Source: an optimization exercise on an open RTL-to-GDS flow (aim: a short achievable clock period and few clock cycles per item). Production flows keep margins and buffers that such runs may drop.
The RTL was checked by simulation tests, not by an equivalence proof against the original design.
Power figures rest on the tool's default switching activity, not on a simulated workload.

<file path="design.v">
module axi4_burst_ram_slave #(
  parameter int DATA_BYTES      = 4,
  parameter int ADDR_BYTES      = 1,
  parameter int NUM_ID_BITS_P   = 4,
  parameter int NUM_USER_BITS_P = 4
) (
  input  logic                       aclk,
  input  logic                       aresetn,
  input  logic                       awvalid,
  output logic                       awready,
  input  logic [ADDR_BYTES*8-1:0]    awaddr,
  input  logic [7:0]                 awlen,
  input  logic [2:0]                 awsize,
  input  logic [1:0]                 awburst,
  input  logic [NUM_ID_BITS_P-1:0]   awid,
  input  logic [NUM_USER_BITS_P-1:0] awuser,
  input  logic [3:0]                 awcache,
  input  logic [2:0]                 awprot,
  input  logic                       awlock,
  input  logic [3:0]                 awregion,
  input  logic [3:0]                 awqos,
  input  logic                       wvalid,
  output logic                       wready,
  input  logic [DATA_BYTES*8-1:0]    wdata,
  input  logic [DATA_BYTES-1:0]      wstrb,
  input  logic                       wlast,
  input  logic [NUM_USER_BITS_P-1:0] wuser,
  output logic                       bvalid,
  input  logic                       bready,
  output logic [1:0]                 bresp,
  output logic [NUM_ID_BITS_P-1:0]   bid,
  output logic [NUM_USER_BITS_P-1:0] buser,
  input  logic                       arvalid,
  output logic                       arready,
  input  logic [ADDR_BYTES*8-1:0]    araddr,
  input  logic [7:0]                 arlen,
  input  logic [2:0]                 arsize,
  input  logic [1:0]                 arburst,
  input  logic [NUM_ID_BITS_P-1:0]   arid,
  input  logic [NUM_USER_BITS_P-1:0] aruser,
  input  logic [3:0]                 arcache,
  input  logic [2:0]                 arprot,
  input  logic                       arlock,
  input  logic [3:0]                 arregion,
  input  logic [3:0]                 arqos,
  output logic                       rvalid,
  input  logic                       rready,
  output logic [DATA_BYTES*8-1:0]    rdata,
  output logic [1:0]                 rresp,
  output logic                       rlast,
  output logic [NUM_ID_BITS_P-1:0]   rid,
  output logic [NUM_USER_BITS_P-1:0] ruser
);
  localparam int AW = ADDR_BYTES * 8;
  localparam int DW = DATA_BYTES * 8;
  localparam int LB = $clog2(DATA_BYTES);
  localparam int NW = (2 ** AW) / DATA_BYTES;
  localparam int WA = AW - LB;             
  localparam int IW = NUM_ID_BITS_P;
  function automatic logic [WA-1:0] next_word(input logic [WA-1:0] a, input logic [WA-1:0] m);
    next_word = (a & ~m) | ((a + WA'(1)) & m);
  endfunction
  function automatic logic [WA-1:0] burst_mask(input logic [7:0] len, input logic [1:0] burst);
    case (burst)
      2'b00:   burst_mask = '0;
      2'b10:   burst_mask = len[WA-1:0];
      default: burst_mask = '1;
    endcase
  endfunction
  function automatic logic burst_err(input logic [7:0] len, input logic [2:0] size,
                                     input logic [1:0] burst);
    logic wrap_bad;
    wrap_bad  = (burst == 2'b10) && !(len == 8'd1 || len == 8'd3 || len == 8'd7 || len == 8'd15);
    burst_err = (burst == 2'b11) || (size != 3'(LB)) || wrap_bad;
  endfunction
  function automatic logic [NW-1:0] onehot(input logic [WA-1:0] a);
    onehot = '0;
    onehot[a] = 1'b1;
  endfunction
  typedef struct packed {
    logic [WA-1:0] addr;
    logic [7:0]    len;
    logic          last;    
    logic [WA-1:0] mask;
    logic [IW-1:0] id;
    logic          err;
  } desc_t;
  logic [DW-1:0] mem [NW];
  desc_t      awq_d0, awq_d1, aw_in;
  logic       awq_v0, awq_v1, awq_v1_nx;
  logic       aw_rdy, aw_hs, awq_pop;
  logic          wa_v, wa_last, wa_err, wa_lerr;
  logic [WA-1:0] wa_addr, wa_mask;
  logic [7:0]    wa_rem;
  logic [IW-1:0] wa_id;
  logic          w_rdy, w_hs, wa_v_nx, wa_load, wa_done;
  logic [IW-1:0] bq_id0, bq_id1;
  logic          bq_e0, bq_e1, bq_v0, bq_v1, bq_v0_nx, bq_v1_nx, b_push, b_pop, b_err_in;
  logic            wp_we;
  logic [DATA_BYTES-1:0] wp_be;
  logic [WA-1:0]   wp_addr;
  logic [NW-1:0]   wp_row;
  logic [DW-1:0]   wp_data;
  assign aw_hs = awvalid & aw_rdy;
  assign w_hs  = wvalid & w_rdy;
  assign aw_in.addr = awaddr[AW-1:LB];
  assign aw_in.len  = awlen;
  assign aw_in.last = (awlen == 8'd0);
  assign aw_in.mask = burst_mask(awlen, awburst);
  assign aw_in.id   = awid;
  assign aw_in.err  = burst_err(awlen, awsize, awburst);
  assign wa_done = w_hs & wa_last;
  assign wa_load = (!wa_v || wa_done) && awq_v0;
  assign awq_pop = wa_load;
  assign wa_v_nx = wa_load | (wa_v & ~wa_done);
  always_comb begin
    if (awq_pop) awq_v1_nx = awq_v1 & aw_hs;
    else         awq_v1_nx = awq_v1 | (aw_hs & awq_v0);
  end
  always_ff @(posedge aclk or negedge aresetn) begin
    if (!aresetn) begin
      awq_v0 <= 1'b0;
      awq_v1 <= 1'b0;
      aw_rdy <= 1'b0;
    end else begin
      awq_v1 <= awq_v1_nx;
      awq_v0 <= awq_pop ? (awq_v1 | aw_hs) : (awq_v0 | aw_hs);
      aw_rdy <= ~awq_v1_nx;
    end
  end
  always_ff @(posedge aclk) begin
    if (awq_pop) begin
      if (awq_v1) awq_d0 <= awq_d1;
      else if (aw_hs) awq_d0 <= aw_in;
      if (awq_v1 && aw_hs) awq_d1 <= aw_in;
    end else if (aw_hs) begin
      if (!awq_v0) awq_d0 <= aw_in;
      else         awq_d1 <= aw_in;
    end
  end
  always_ff @(posedge aclk or negedge aresetn) begin
    if (!aresetn) begin
      wa_v  <= 1'b0;
      w_rdy <= 1'b0;
    end else begin
      wa_v  <= wa_v_nx;
      w_rdy <= wa_v_nx & ~bq_v1_nx;
    end
  end
  always_ff @(posedge aclk) begin
    if (wa_load) begin
      wa_addr <= awq_d0.addr;
      wa_rem  <= awq_d0.len;
      wa_last <= awq_d0.last;
      wa_mask <= awq_d0.mask;
      wa_id   <= awq_d0.id;
      wa_err  <= awq_d0.err;
      wa_lerr <= 1'b0;
    end else if (w_hs) begin
      wa_addr <= next_word(wa_addr, wa_mask);
      wa_rem  <= wa_rem - 8'd1;
      wa_last <= (wa_rem == 8'd1);
      if (wlast) wa_lerr <= 1'b1;
    end
  end
  always_ff @(posedge aclk) begin
    wp_we   <= w_hs & ~wa_err;
    wp_be   <= (w_hs & ~wa_err) ? wstrb : '0;
    wp_addr <= wa_addr;
    wp_row  <= onehot(wa_addr);
    wp_data <= wdata;
  end
  always_ff @(posedge aclk) begin
    for (int i = 0; i < NW; i++) begin
      for (int b = 0; b < DATA_BYTES; b++) begin
        if (wp_row[i] && wp_be[b]) mem[i][b*8 +: 8] <= wp_data[b*8 +: 8];
      end
    end
  end
  assign b_push   = wa_done;
  assign b_err_in = wa_err | wa_lerr | ~wlast;
  assign b_pop    = bq_v0 & bready;
  always_comb begin
    if (b_pop) begin
      bq_v0_nx = bq_v1 | b_push;
      bq_v1_nx = bq_v1 & b_push;
    end else begin
      bq_v0_nx = bq_v0 | b_push;
      bq_v1_nx = bq_v1 | (bq_v0 & b_push);
    end
  end
  always_ff @(posedge aclk or negedge aresetn) begin
    if (!aresetn) begin
      bq_v0 <= 1'b0;
      bq_v1 <= 1'b0;
    end else begin
      bq_v0 <= bq_v0_nx;
      bq_v1 <= bq_v1_nx;
    end
  end
  always_ff @(posedge aclk) begin
    if (b_pop) begin
      if (bq_v1) begin
        bq_id0 <= bq_id1;
        bq_e0  <= bq_e1;
      end else if (b_push) begin
        bq_id0 <= wa_id;
        bq_e0  <= b_err_in;
      end
      if (bq_v1 && b_push) begin
        bq_id1 <= wa_id;
        bq_e1  <= b_err_in;
      end
    end else if (b_push) begin
      if (!bq_v0) begin
        bq_id0 <= wa_id;
        bq_e0  <= b_err_in;
      end else begin
        bq_id1 <= wa_id;
        bq_e1  <= b_err_in;
      end
    end
  end
  assign awready = aw_rdy;
  assign wready  = w_rdy;
  assign bvalid  = bq_v0;
  assign bresp   = {bq_e0, 1'b0};
  assign bid     = bq_id0;
  assign buser   = '0;
  localparam int NG = 8;                   
  localparam int GB = $clog2(NG);          
  localparam int LW = WA - GB;             
  localparam int NL = NW / NG;             
  desc_t      arq_d0, arq_d1, ar_in;
  logic       arq_v0, arq_v1, arq_v1_nx;
  logic       ar_rdy, ar_hs, arq_pop;
  logic          f_v, f_last, f_err;
  logic [WA-1:0] f_addr, f_mask, f_addr_nx;
  logic [7:0]    f_rem;
  logic [IW-1:0] f_id;
  logic [NL-1:0] f_lsel;                   
  logic          f_load, f_mv, f_done;
  logic          n_v, n_last, n_err;
  logic [WA-1:0] n_addr;
  logic [IW-1:0] n_id;
  logic [DW-1:0] n_dat [NG];
  logic          n_free;
  logic          o_v, o_last, o_err;
  logic [WA-1:0] o_addr;
  logic [IW-1:0] o_id;
  logic [DW-1:0] o_data;
  logic          o_take;
  assign ar_hs = arvalid & ar_rdy;
  assign ar_in.addr = araddr[AW-1:LB];
  assign ar_in.len  = arlen;
  assign ar_in.last = (arlen == 8'd0);
  assign ar_in.mask = burst_mask(arlen, arburst);
  assign ar_in.id   = arid;
  assign ar_in.err  = burst_err(arlen, arsize, arburst);
  assign o_take  = ~o_v | rready;
  assign n_free  = ~n_v | o_take;
  assign f_mv    = f_v & n_free;
  assign f_done  = f_mv & f_last;
  assign f_load  = (!f_v || f_done) && arq_v0;
  assign arq_pop = f_load;
  assign f_addr_nx = next_word(f_addr, f_mask);
  always_comb begin
    if (arq_pop) arq_v1_nx = arq_v1 & ar_hs;
    else         arq_v1_nx = arq_v1 | (ar_hs & arq_v0);
  end
  always_ff @(posedge aclk or negedge aresetn) begin
    if (!aresetn) begin
      arq_v0 <= 1'b0;
      arq_v1 <= 1'b0;
      ar_rdy <= 1'b0;
    end else begin
      arq_v1 <= arq_v1_nx;
      arq_v0 <= arq_pop ? (arq_v1 | ar_hs) : (arq_v0 | ar_hs);
      ar_rdy <= ~arq_v1_nx;
    end
  end
  always_ff @(posedge aclk) begin
    if (arq_pop) begin
      if (arq_v1) arq_d0 <= arq_d1;
      else if (ar_hs) arq_d0 <= ar_in;
      if (arq_v1 && ar_hs) arq_d1 <= ar_in;
    end else if (ar_hs) begin
      if (!arq_v0) arq_d0 <= ar_in;
      else         arq_d1 <= ar_in;
    end
  end
  always_ff @(posedge aclk or negedge aresetn) begin
    if (!aresetn) f_v <= 1'b0;
    else          f_v <= f_load | (f_v & ~f_done);
  end
  always_ff @(posedge aclk) begin
    if (f_load) begin
      f_addr <= arq_d0.addr;
      f_rem  <= arq_d0.len;
      f_last <= arq_d0.last;
      f_mask <= arq_d0.mask;
      f_id   <= arq_d0.id;
      f_err  <= arq_d0.err;
      f_lsel <= arq_d0.err ? '0 : NL'(1) << arq_d0.addr[LW-1:0];
    end else if (f_mv) begin
      f_addr <= f_addr_nx;
      f_rem  <= f_rem - 8'd1;
      f_last <= (f_rem == 8'd1);
      f_lsel <= f_err ? '0 : NL'(1) << f_addr_nx[LW-1:0];
    end
  end
  logic wc_we;
  assign wc_we = w_hs & ~wa_err;
  logic [DW-1:0] f_rd [NG];
  always_comb begin
    for (int g = 0; g < NG; g++) begin
      logic [DW-1:0] m;
      logic          wp_hit, wc_hit;
      m = '0;
      for (int l = 0; l < NL; l++) m = m | (mem[g*NL + l] & {DW{f_lsel[l]}});
      wp_hit = (wp_addr == {GB'(g), f_addr[LW-1:0]}) & ~f_err;
      wc_hit = wc_we & (wa_addr == {GB'(g), f_addr[LW-1:0]}) & ~f_err;
      for (int b = 0; b < DATA_BYTES; b++) begin
        f_rd[g][b*8 +: 8] = (wc_hit && wstrb[b]) ? wdata[b*8 +: 8] :
                            (wp_hit && wp_be[b]) ? wp_data[b*8 +: 8] : m[b*8 +: 8];
      end
    end
  end
  always_ff @(posedge aclk or negedge aresetn) begin
    if (!aresetn)    n_v <= 1'b0;
    else if (n_free) n_v <= f_v;
  end
  always_ff @(posedge aclk) begin
    if (n_free) begin
      n_addr <= f_addr;
      n_last <= f_last;
      n_id   <= f_id;
      n_err  <= f_err;
    end
    for (int g = 0; g < NG; g++) begin
      if (n_free) begin
        n_dat[g] <= f_rd[g];
      end else begin
        for (int b = 0; b < DATA_BYTES; b++) begin
          if (wc_we && wstrb[b] && !n_err && wa_addr == {GB'(g), n_addr[LW-1:0]})
            n_dat[g][b*8 +: 8] <= wdata[b*8 +: 8];
        end
      end
    end
  end
  logic [DW-1:0] n_rd;
  always_comb begin
    n_rd = n_dat[n_addr[WA-1:LW]];
    for (int b = 0; b < DATA_BYTES; b++) begin
      if (wc_we && wstrb[b] && !n_err && wa_addr == n_addr) n_rd[b*8 +: 8] = wdata[b*8 +: 8];
    end
  end
  always_ff @(posedge aclk or negedge aresetn) begin
    if (!aresetn)    o_v <= 1'b0;
    else if (o_take) o_v <= n_v;
  end
  always_ff @(posedge aclk) begin
    if (o_take) begin
      o_addr <= n_addr;
      o_last <= n_last;
      o_id   <= n_id;
      o_err  <= n_err;
      o_data <= n_rd;
    end else begin
      for (int b = 0; b < DATA_BYTES; b++) begin
        if (wc_we && wstrb[b] && !o_err && wa_addr == o_addr) o_data[b*8 +: 8] <= wdata[b*8 +: 8];
      end
    end
  end
  assign arready = ar_rdy;
  assign rvalid  = o_v;
  assign rdata   = o_data;
  assign rresp   = {o_err, 1'b0};
  assign rlast   = o_last;
  assign rid     = o_id;
  assign ruser   = '0;
  logic unused_sideband;
  assign unused_sideband = ^{awuser, awcache, awprot, awlock, awregion,
                             awqos, wuser, aruser, arcache, arprot,
                             arlock, arregion, arqos};
endmodule
</file>
<file path="flow/run.sh">
#!/bin/bash
# Standard ORFS layout, but let the resizer size cells across footprints (the platform sets
# MATCH_CELL_FOOTPRINT=1, which keeps the port buffers as slow delay buffers).
set -euo pipefail
cp standard.sh standard_used.sh.log
bash standard.sh MATCH_CELL_FOOTPRINT=0 finish > flow_make.log 2>&1
</file>
<file path="standard.sh">
#!/bin/bash
# synth_recipe.tcl (not shown) runs the flow's synth.tcl, then flattens the netlist and writes it again
# the make line also repeats each setting of config.mk as NAME=value (left out here)
make -C /OpenROAD-flow-scripts/flow DESIGN_CONFIG=/design/flow/config.mk WORK_HOME=/design/flow/orfs CLKGATE_MAP_FILE= SYNTH_SCRIPT=/design/flow/synth_recipe.tcl "${@:-finish}"
</file>
<file path="config.mk">
export PLATFORM = sky130hd
export DESIGN_NAME = axi4_burst_ram_slave
export DESIGN_NICKNAME = axi4_burst_ram_slave
export VERILOG_FILES = /design/flow/design.v
export SDC_FILE = /design/flow/constraint.sdc
export NUM_CORES = 4
export LEC_CHECK = 0
export ABC_CLOCK_PERIOD_IN_PS = 2000
export CAP_MARGIN = 20
export CORE_MARGIN = 2
export CORE_UTILIZATION = 50
export SETUP_SLACK_MARGIN = 3.3
export SLEW_MARGIN = 20
</file>
<file path="constraint.sdc">
create_clock -name core_clock -period 5.5 [get_ports {aclk}]
set_input_delay 1.1000 -clock core_clock [delete_from_list [all_inputs] [get_ports {aclk}]]
set_output_delay 1.1000 -clock core_clock [all_outputs]
set_load 0.01 [all_outputs]
</file>
==> flow_summary.json <==
{
  "status": "timing/DRC/antenna clean",
  "grt_usage": 0.300,
  "cap_viol_max_count": 0,
  "synth_edf_count": 2534,
  "synth-warning-count": 4,
  "grt_max_degree": 129,
  "ir_worst_vdd_mv": 0.598,
  "grt_pass1_vias": 59114,
  "synthCells": 6334,
  "crit_path_top_delay_cell": "edfxtp_1",
  "syn_to_final_growth_pct": 20.1,
  "vias": 62687,
  "hpwl_um": 183000,
  "startpoint_type": "register",
  "fin_skew_ns": 0.0446,
  "num_rows": 166,
  "die-area_um2": 209000,
  "yosysMostFrequentCell": "edfxtp_1",
  "setup_viol": 0,
  "finalCoreUtilization": 0.604,
  "min_path_type": "reg2reg",
  "overflow": 0,
  "crit_arrival_ns": 1.80,
  "ioPinCount": 196,
  "cp-startpoint": "o_data[22]$_DFFE_PP_",
  "min_period_ns": 2.90,
  "cts-buffers-inserted": 285,
  "drv_slew": 0,
  "start_util": 0.503,
  "synth_top_flop_cell": "edfxtp_1",
  "nFillCells": 14924,
  "drt-pass1-iter-count": 7,
  "hold_start": "arq_d0[4]$_DFFE_PP_",
  "antenna_found_initial": 38,
  "grt_pass1_wl_um": 446000,
  "max_stage_delay_ns": 0.64,
  "synth.top_cell.area_share": 0.741,
  "rsz0062_at_grt": "yes",
  "place_ws_ns": 1.30,
  "htree_num_levels": 5,
  "drc": 0,
  "design_area_um2": 123000,
  "fin_ws_ns": 2.60,
  "path_max_fanout": 1,
  "root_buffer": "clkbuf_16",
  "leakage_nw": 40.1,
  "hold_viol_final": 0,
  "wire_per_inst_um": 33.4,
  "clk_latency_ns": 0.93,
  "die_h_um": 457,
  "crit_type": "reg2out",
  "powerDensity_nw_per_um2": 464,
  "rr_startpoint": "f_addr[2]$_DFFE_PP_",
  "clk_pin_slew_ns": 0.06,
  "slew_headroom": 0.0781,
  "synth-seq-area-share": 0.765,
  "viasPerCell": 6.47,
  "layout.nets": 6864,
  "synth_commonest_cells": "edfxtp_1, a22oi_1, nand2_1",
  "cp-end-kind": "output pin",
  "setup_tns_ns": 0,
  "syn_area_per_cell_um2": 16.2,
  "place.gp.congestion": 0.887,
  "clock_tree.buffer_depth": 4,
  "dpl_cell_area_um2": 107000,
  "io_buffers": 137,
  "wl_um": 324000,
  "clock-sinks": 2654,
  "drive_gt1_frac": 0.216,
  "min_period_over_period": 0.527,
  "synth.cell_area_um2": 103000,
  "ys_types": 62,
  "clock.fmax_ghz": 0.345,
  "drt-initial-drc-count": 8512,
  "synthTopCellsByArea": "edfxtp_1, a22oi_1, mux2i_1",
  "synth_seq_cells": 2654,
  "critical_path.top_delay_family": "flip-flops",
  "critical_path_required_ns": 4.40,
  "synthArstFlopShare": 0.00490,
  "crit_chain": "buf_2",
  "worst_slew_pin_slew_ns": 1.38,
  "ant_nets": 0,
  "core_area_um2": 204000,
  "cts_hold_buf": 0,
  "die_w_um": 457,
  "cts_tree": "built",
  "worst-path-buf-inv": 1,
  "synth_top_cell_by_area": "edfxtp_1"
}
==> timing repair <==
item / in CTS / in global routing
setup buffers: 184 / 56
pin swaps: 144 / 142
gates cloned: 28 / 7
gates resized for setup: 535 / 427
setup endpoints to repair: 856 / 744
==> registers in the layout (all words and copies together), names as in the netlist, 6 cells and up, named ones only <==
| name | count |
|---|---|
| mem | 2048 |
| n_dat | 256 |
| wp_row | 64 |
| o_data | 32 |
| wp_data | 32 |
| arq_d0 | 26 |
| arq_d1 | 26 |
| awq_d0 | 26 |
| awq_d1 | 26 |
| f_lsel | 8 |
| f_rem | 8 |
| wa_rem | 8 |
| f_mask | 6 |
| n_addr | 6 |
| o_addr | 6 |
| wa_mask | 6 |
| wp_addr | 6 |
==> cell usage in the layout (no fill, tap or decap), drive strengths merged, types with 9 or more instances in the layout <==
master,Yosys,final
and2,263,263
dfxtp,107,107
a21oi,30,30
nor2,120,121
ha,9,9
a31oi,12,12
nand2,446,450
clkinv,0,87
clkdlybuf4s50,0,83
dfrtp,13,13
nor3,33,33
xor2,15,15
buf,144,394
clkinvlp,0,9
mux2i,283,283
a21o,22,22
a22o,14,14
edfxtp,2534,2534
conb,1,10
nand4,275,275
o31ai,31,31
o22ai,10,10
nor2b,15,15
bufinv,0,19
mux2,53,53
diode,0,87
a22oi,1043,1043
o21ai,349,349
a221oi,10,10
nand3,54,54
inv,21,26
xnor2,29,29
nand2b,17,18
clkbuf,309,412
mux4,26,26
==> area by class of cell <==
class	count	area, um2	share of cell area
Antenna cell	87	218	0.00176
Clock buffer	366	7790	0.0632
Clock inverter	117	1060	0.00861
Inverter	21	104	0.000842
Multi-Input combinational cell	3223	25700	0.209
Sequential cell	2654	78600	0.637
Tap cell	2688	3360	0.0273
Timing Repair Buffer	529	6450	0.0523
Timing Repair inverter	3	25.0	0.000203
==> cell families after synthesis <==
kind of cell / after synthesis / synth area share
other: 1 / 0.0000365
DFF: 2654 / 0.765
and+or+nand+nor: 1248 / 0.0645
xor gates and xnor gates: 44 / 0.00390
muxes: 362 / 0.0391
adders and majority gates: 9 / 0.00110
buffers and inverters: 474 / 0.0193
AOI/OAI and AO/OA: 1542 / 0.108
==> layer usage <==
metal  vias up  GRT usage  wire length [um]
met5         -          0                72
met4        10      0.147             16700
met3       742     0.0820             35600
met2      3809      0.443            146000
met1     31907      0.413            126000
li1      26219          -                 -
==> path summary, 6_finish.rpt <==
kind / to / slack, ns / depth (start not counted)
max: rdata[22] / 2.60 / 1
min: f_id[3]$_DFFE_PP_ / 0.42 / 0
max reg2reg: n_dat[1][25]$_DFFE_PP_ / 2.69 / 10
min reg2reg: f_id[3]$_DFFE_PP_ / 0.42 / 0
max in group asynchronous: w_rdy$_DFF_PN0_ / 4.46 / 1
min in group asynchronous: arq_v0$_DFF_PN0_ / 0.58 / 1
==> where the power goes <==
group          internal [mW]  switching (mW)
registers               23.5           0.973
logic                   5.02            9.18
clock network           10.9            7.69
==> stage by stage <==
step / hold slack, ns / cells / total power, mW
final: 0.416 / 9688 / 57.2
after global routing: 0.426 / 9622 / 58.8
after CTS: 0.418 / 9538 / 55.9
after detailed placement: 0.405 / 8843 / 36.1
after global placement: 0.401 / 8843 / 36.0
after floorplan: 0.343 / 6343 / 31.2
Testbench counts, summed over its fixed seeds: cycles 13,582, beats 26,619.

[static timing again, ports no longer ideal]
The flow's constraints put no driver on any port. The routed layout listed below was extracted and timed again, unchanged, in two steps.
Step 1, drivers: a clkbuf_16 drives aclk and a buf_2 each remaining input, both assumed.
Step 2 adds t to the input delays and takes it off the output delays; t is the mean of the earliest and latest rising clock arrival at the registers after step 1. Input paths then give back, and output paths get back, about the clock's delay inside the block.
a / b / c = no drivers / after step 1 / after step 2; a / b = the first two.
shift t [ns]: 1.018
setup WS [ns]: 2.599 / 2.499 / 2.098
worst slew at a driven data input, ns: 0.25
After both steps setup and hold are still met in this run. For this run, drivers alone change the setup slack by -0.100 ns; drivers and shift together by -0.501 ns.
